This is an optimization exercise on Yosys and OpenROAD, whose aim is small area, a short achievable clock period and few clock cycles per item, not a production implementation. Function was checked by simulation only, so behaviour that the tests miss may differ from the original.

run 1:
// modular_exponentiation
module modular_exponentiation #(
  parameter int WIDTH = 62,
  parameter int R     = 2
) (
  input  wire logic                                 clk,
  input  wire logic                                 rst_n,
  input  wire logic                                 in_tvalid,
  output logic                                      in_tready,
  input  wire logic [mexp_pkg::IN_TDATA_W-1:0]      in_tdata,
  output logic                                      out_tvalid,
  input  wire logic                                 out_tready,
  output logic      [mexp_pkg::OUT_TDATA_W-1:0]     out_tdata
);
Size: about 4400 cells after synthesis, about 260 I/O pins.
clock: 10.0 ns
lec_check: 0
abc_area: 1
cap_margin: 20
core_margin: 2
core_utilization: 40
setup_slack_margin: 5
slew_margin: 20
tns_end_percent: 5
run.sh (not shown) runs the stock make flow with config.mk's settings and CLKGATE_MAP_FILE= SYNTH_SCRIPT=/design/flow/synth_recipe.tcl, a recipe that flattens the netlist after the stock synthesis.
Testbench counts of run 1, summed over its fixed seeds: cycles 540,547, items 192.
#### Input delta (run 2 over run 1)
- ABC_AREA: 1 -> unset
- TNS_END_PERCENT: 5 -> 0
## What came out
The data required time at the worst endpoint in run 2 was higher than what run 1 gave. The final reports for run 2 and run 1 show number of antenna cells inserted lower in the former. From run 1 to run 2 the numbers moved as follows: via count of the first global-routing pass dropped 3.1%, logic depth of the worst path, buffers included saw a decrease, smallest setup slack after layout saw a decrease. Run 2: insertion delay of the later-clocked pin in the worst-skew pair is 0.03 ns higher than what run 1 reported.

Setup of lane 1:
Starting RTL as in the previous note.
export LEC_CHECK = 0
export ABC_AREA = 1
export CAP_MARGIN = 20
export CORE_MARGIN = 2
export CORE_UTILIZATION = 40
export SETUP_SLACK_MARGIN = 5
export SLEW_MARGIN = 20
export TNS_END_PERCENT = 0
create_clock -name core_clock -period 10.0 [get_ports {clk}]
Lane 1 finished every stage and its layout cleared the timing, design-rule and antenna checks.
Testbench counts of lane 1, summed over its fixed seeds: cycles 540,547, items 192.
> inputs changed (lane 1 -> lane 2)
# lane 1
export LEC_CHECK = 0
export ABC_AREA = 1
export CAP_MARGIN = 20
export CORE_MARGIN = 2
export CORE_UTILIZATION = 40
export SETUP_SLACK_MARGIN = 5
export SLEW_MARGIN = 20
export TNS_END_PERCENT = 0
create_clock -name core_clock -period 10.0 [get_ports {clk}]
# lane 2
export LEC_CHECK = 0
export ABC_AREA = 1
export CAP_MARGIN = 20
export CORE_MARGIN = 2
export CORE_UTILIZATION = 40
export SETUP_SLACK_MARGIN = 4.5
export SLEW_MARGIN = 20
export TNS_END_PERCENT = 5
create_clock -name core_clock -period 10.0 [get_ports {clk}]
--- outcome ---
- Number of antenna cells inserted delta for lane 2 relative to lane 1: 1 lower
- As far as sequential-to-total area share from yosys stat is concerned, lane 2 and lane 1 perform about the same.
- Lane 2 vs. lane 1: wire length now sits at about the same level.
The inputs of lane 3 differ from those of lane 2 as listed below.
# lane 2
export LEC_CHECK = 0
export ABC_AREA = 1
export CAP_MARGIN = 20
export CORE_MARGIN = 2
export CORE_UTILIZATION = 40
export SETUP_SLACK_MARGIN = 4.5
export SLEW_MARGIN = 20
export TNS_END_PERCENT = 5
create_clock -name core_clock -period 10.0 [get_ports {clk}]
# lane 3
export LEC_CHECK = 0
export ABC_AREA = 1
export CAP_MARGIN = 20
export CORE_MARGIN = 2
export CORE_UTILIZATION = 55
export SETUP_SLACK_MARGIN = 5
export SLEW_MARGIN = 20
export TNS_END_PERCENT = 5
create_clock -name core_clock -period 10.0 [get_ports {clk}]
--- outcome ---
- Diff lane 3..lane 2 | via count of the first global-routing pass | negligible
- Lane 2 has higher post-detailed-placement cell area than lane 3.
- Relative to lane 2, lane 3 improves die outline area.
diff inputs: lane 3 => lane 4
# lane 3
export LEC_CHECK = 0
export ABC_AREA = 1
export CAP_MARGIN = 20
export CORE_MARGIN = 2
export CORE_UTILIZATION = 55
export SETUP_SLACK_MARGIN = 5
export SLEW_MARGIN = 20
export TNS_END_PERCENT = 5
create_clock -name core_clock -period 10.0 [get_ports {clk}]
# lane 4
export LEC_CHECK = 0
export CAP_MARGIN = 20
export CORE_MARGIN = 2
export CORE_UTILIZATION = 40
export SETUP_SLACK_MARGIN = 5
export SLEW_MARGIN = 20
export TNS_END_PERCENT = 5
create_clock -name core_clock -period 10.0 [get_ports {clk}]
==> comparison <==
Taking lane 3 as the reference point, the total half-perimeter wirelength after legalization and detailed placement of lane 4 rises by 4.2%.
Comparing lane 3 with lane 4, the sequential portion of the cell area came out essentially unchanged.
Compared with lane 3, in lane 4 number of nets in the finished design saw a decrease; worst hold slack saw a decrease; post-synthesis instance area saw a decrease; peak clock frequency supported by timing saw a decrease.
Summary of lane 4 over lane 3: total global routing overflow now sits at about the same level.

job 8862:
Another version of the RTL of modular_exponentiation (not shown whole).
Size: ~3500 cells after synthesis, roughly 420 flip-flops, about 260 I/O pins, about 37000 um^2 of cells after synthesis.
Settings: LEC_CHECK=0, CAP_MARGIN=20, CORE_MARGIN=2, CORE_UTILIZATION=40, SETUP_SLACK_MARGIN=4, SLEW_MARGIN=20, TNS_END_PERCENT=5; clock period 10.0 ns.
Job 8862 did not stop at any stage, and its layout met the timing, design-rule and antenna checks.
Testbench counts of job 8862, summed over its fixed seeds: cycles 601,749, items 192.
> inputs changed (job 8862 -> job 9103)
diff --git a/flow/config.mk b/flow/config.mk
--- a/flow/config.mk
+++ b/flow/config.mk
@@ -7,0 +8 @@
+export ABC_AREA = 1
@@ -11 +12 @@
-export SETUP_SLACK_MARGIN = 4
+export SETUP_SLACK_MARGIN = 5
## What came out
Job 8862 and job 9103 all finish clean. Taking job 8862 as the reference, in job 9103 filler-free cell count of the finished design rose 706, mux share of post-synthesis cell area fell 5.2 points, measured slew at the worst slew-check pin fell 0.030 ns, xor/xnor cell area share of the yosys netlist fell 0.43 points. Re filler cell count in the final layout: job 8862 and job 9103 aren't equal, and the higher value belongs to job 9103. When job 9103 is measured against job 8862, its final instance area turns out about 4% higher. As of job 9103, area used by multi-input combinational logic had fallen by a few percent compared to job 8862.
[inputs] job 7454 vs job 9103
diff --git a/flow/config.mk b/flow/config.mk
--- a/flow/config.mk
+++ b/flow/config.mk
@@ -8 +7,0 @@
-export ABC_AREA = 1
Findings:
Job 7454 vs job 9103, non-filler instance count after layout went down by 701. Between job 7454 and job 9103, the area taken by multi-input logic gates is lower for job 9103. Post-CTS setup buffer count (higher): job 9103. Re number of sequential cells in the layout: no difference whatsoever between job 7454 and job 9103.
--- input diff job 7454..job 8883 ---
diff --git a/flow/config.mk b/flow/config.mk
--- a/flow/config.mk
+++ b/flow/config.mk
@@ -13 +13 @@
-export TNS_END_PERCENT = 5
+export TNS_END_PERCENT = 0
==> comparison <==
No run among job 8883 and job 7454 stopped early or left any final violation; all are clean. There was hardly any difference in count of multi-input gates between job 8883 and job 7454. Re total via count after detailed routing: job 7454 was higher than job 8883. From job 7454 to job 8883 the numbers moved as follows: synthesis-to-layout area growth moved down, maximum number of pins on one net before global-route repair saw a decrease, estimated wirelength of the detail-placed design roughly the same. Job 8883 has worst hold margin above what job 7454 had.

Another version of the RTL of modular_exponentiation (not shown whole).
For scale: about 3800 cells after synthesis, roughly 420 flip-flops, about 260 I/O pins, ~38000 sq um of cells after synthesis.
==> flow/design.v (excerpt) <==
module modular_exponentiation #(
  parameter int WIDTH = 62,
  parameter int R     = 2
) (
  input  wire logic                                 clk,
  input  wire logic                                 rst_n,
  input  wire logic                                 in_tvalid,
  output logic                                      in_tready,
  input  wire logic [mexp_pkg::IN_TDATA_W-1:0]      in_tdata,
  output logic                                      out_tvalid,
  input  wire logic                                 out_tready,
  output logic      [mexp_pkg::OUT_TDATA_W-1:0]     out_tdata
);
  localparam int N  = 62;
  localparam int PW = 65;            
  localparam int FW = mexp_pkg::FIELD_W;
  typedef enum logic [3:0] {
    ST_IDLE  = 4'd0,
    ST_CHECK = 4'd1,
    ST_NORM  = 4'd2,
    ST_SETUP = 4'd3,
    ST_SETUP2 = 4'd9,
    ST_STEP  = 4'd4,
    ST_CPA   = 4'd5,
    ST_FIX   = 4'd6,
    ST_SHR   = 4'd7,
    ST_EMIT  = 4'd8
  } state_t;
  localparam logic [1:0] OP_RED = 2'd0;
  localparam logic [1:0] OP_SQR = 2'd1;
  localparam logic [1:0] OP_MUL = 2'd2;
  state_t            st_r;
  logic              in_ready_r;
  logic              out_valid_r;
  logic [1:0]        op_r;
  logic              pend_mul_r;
  logic [N-1:0]      m_r;
  logic [N-1:0]      e_r;
  logic [N-1:0]      b_r;
  logic [N-1:0]      acc_r;
  logic [PW-1:0]     s_r;
  logic [PW-1:0]     c_r;
  logic [5:0]        sh_r;           
  ...
Settings: LEC_CHECK=0, CAP_MARGIN=20, CORE_MARGIN=2, CORE_UTILIZATION=40, SETUP_SLACK_MARGIN=5, SLEW_MARGIN=20, TNS_END_PERCENT=1; clock period 10.0 ns.
Testbench counts at the start, summed over its fixed seeds: cycles 601,749, items 192.
==> next run, changes <==
Settings changed: TNS_END_PERCENT 1 to 5.
Effect: The changed run passed the timing, design-rule and antenna checks; final area went up by 1.2%; wire length went up by 0.78%; via count is about the same; setup slack improves by 58 ps; count of clock-buffer cells in the layout stays the same; clock skew hardly moves.

Starting RTL as in the previous note.
Settings: LEC_CHECK=0, CAP_MARGIN=20, CORE_MARGIN=2, CORE_UTILIZATION=40, SETUP_SLACK_MARGIN=5, SLEW_MARGIN=20; clock period 10.0 ns.
Testbench counts at the start, summed over its fixed seeds: cycles 601,749, items 192.
Then changed:
Settings changed: SETUP_SLACK_MARGIN 5 to not set.
The changed run finished with timing, DRC and antenna clean. Synthesized cell count is unchanged. Routed wire length falls by 8.3%. Die area does not change. Register-to-register slack loses 1.3 ns. Worst setup slack degrades by 1.3 ns. Clock-buffer cell count goes up by 1.

## separate check: timing with driven ports
In the flow no input, the clock included, has a driving cell. The finished layouts below were timed again as built, in two steps. Step 1: set_driving_cell puts a clkbuf_16 on clk and a buf_2 on each other input, an assumption about the parent block. Step 2 times the ports against the registers' clock, not the clock port: input delays grow and output delays shrink by t, the midpoint of the rising clock arrivals with the driver on. Slacks: no drivers / after step 1 / after step 2; pairs: no drivers / after step 1.
run | t (ns) | setup slack, ns | hold slack, ns | worst register clock-pin slew, ns | worst slew at a driven data input, ns
run 1 | 0.720 | 4.509 / 4.509 / 4.509 | 0.422 / 0.422 / 0.422 | 0.07 / 0.07 | 0.15
run 2 | 0.746 | 4.225 / 4.225 / 4.225 | 0.430 / 0.430 / 0.430 | 0.07 / 0.07 | 0.07
lane 1 | 0.717 | 4.440 / 4.440 / 4.440 | 0.425 / 0.425 / 0.425 | 0.07 / 0.07 | 0.11
lane 2 | 0.718 | 4.507 / 4.507 / 4.507 | 0.425 / 0.425 / 0.425 | 0.07 / 0.07 | 0.11
lane 3 | 0.699 | 4.517 / 4.517 / 4.517 | 0.432 / 0.432 / 0.432 | 0.07 / 0.07 | 0.09
lane 4 | 0.740 | 4.207 / 4.207 / 4.207 | 0.426 / 0.426 / 0.426 | 0.07 / 0.07 | 0.08
job 8862 | 0.699 | 4.112 / 4.112 / 4.112 | 0.476 / 0.476 / 0.476 | 0.07 / 0.07 | 0.08
job 9103 | 0.691 | 4.572 / 4.572 / 4.572 | 0.436 / 0.436 / 0.436 | 0.07 / 0.07 | 0.07
job 7454 | 0.702 | 4.234 / 4.234 / 4.234 | 0.424 / 0.424 / 0.424 | 0.07 / 0.07 | 0.08
job 8883 | 0.696 | 4.213 / 4.213 / 4.213 | 0.478 / 0.478 / 0.478 | 0.07 / 0.07 | 0.08
the first run of note 4 | 0.695 | 4.208 / 4.208 / 4.208 | 0.439 / 0.439 / 0.439 | 0.07 / 0.07 | 0.08
the second run of note 4 | 0.699 | 4.265 / 4.265 / 4.265 | 0.438 / 0.438 / 0.438 | 0.07 / 0.07 | 0.09
the first run of note 5 | 0.706 | 4.224 / 4.224 / 4.224 | 0.436 / 0.436 / 0.436 | 0.07 / 0.07 | 0.09
the second run of note 5 | 0.692 | 2.927 / 2.927 / 2.927 | 0.439 / 0.439 / 0.439 | 0.07 / 0.07 | 0.10
After both steps setup and hold are still met in every run listed.
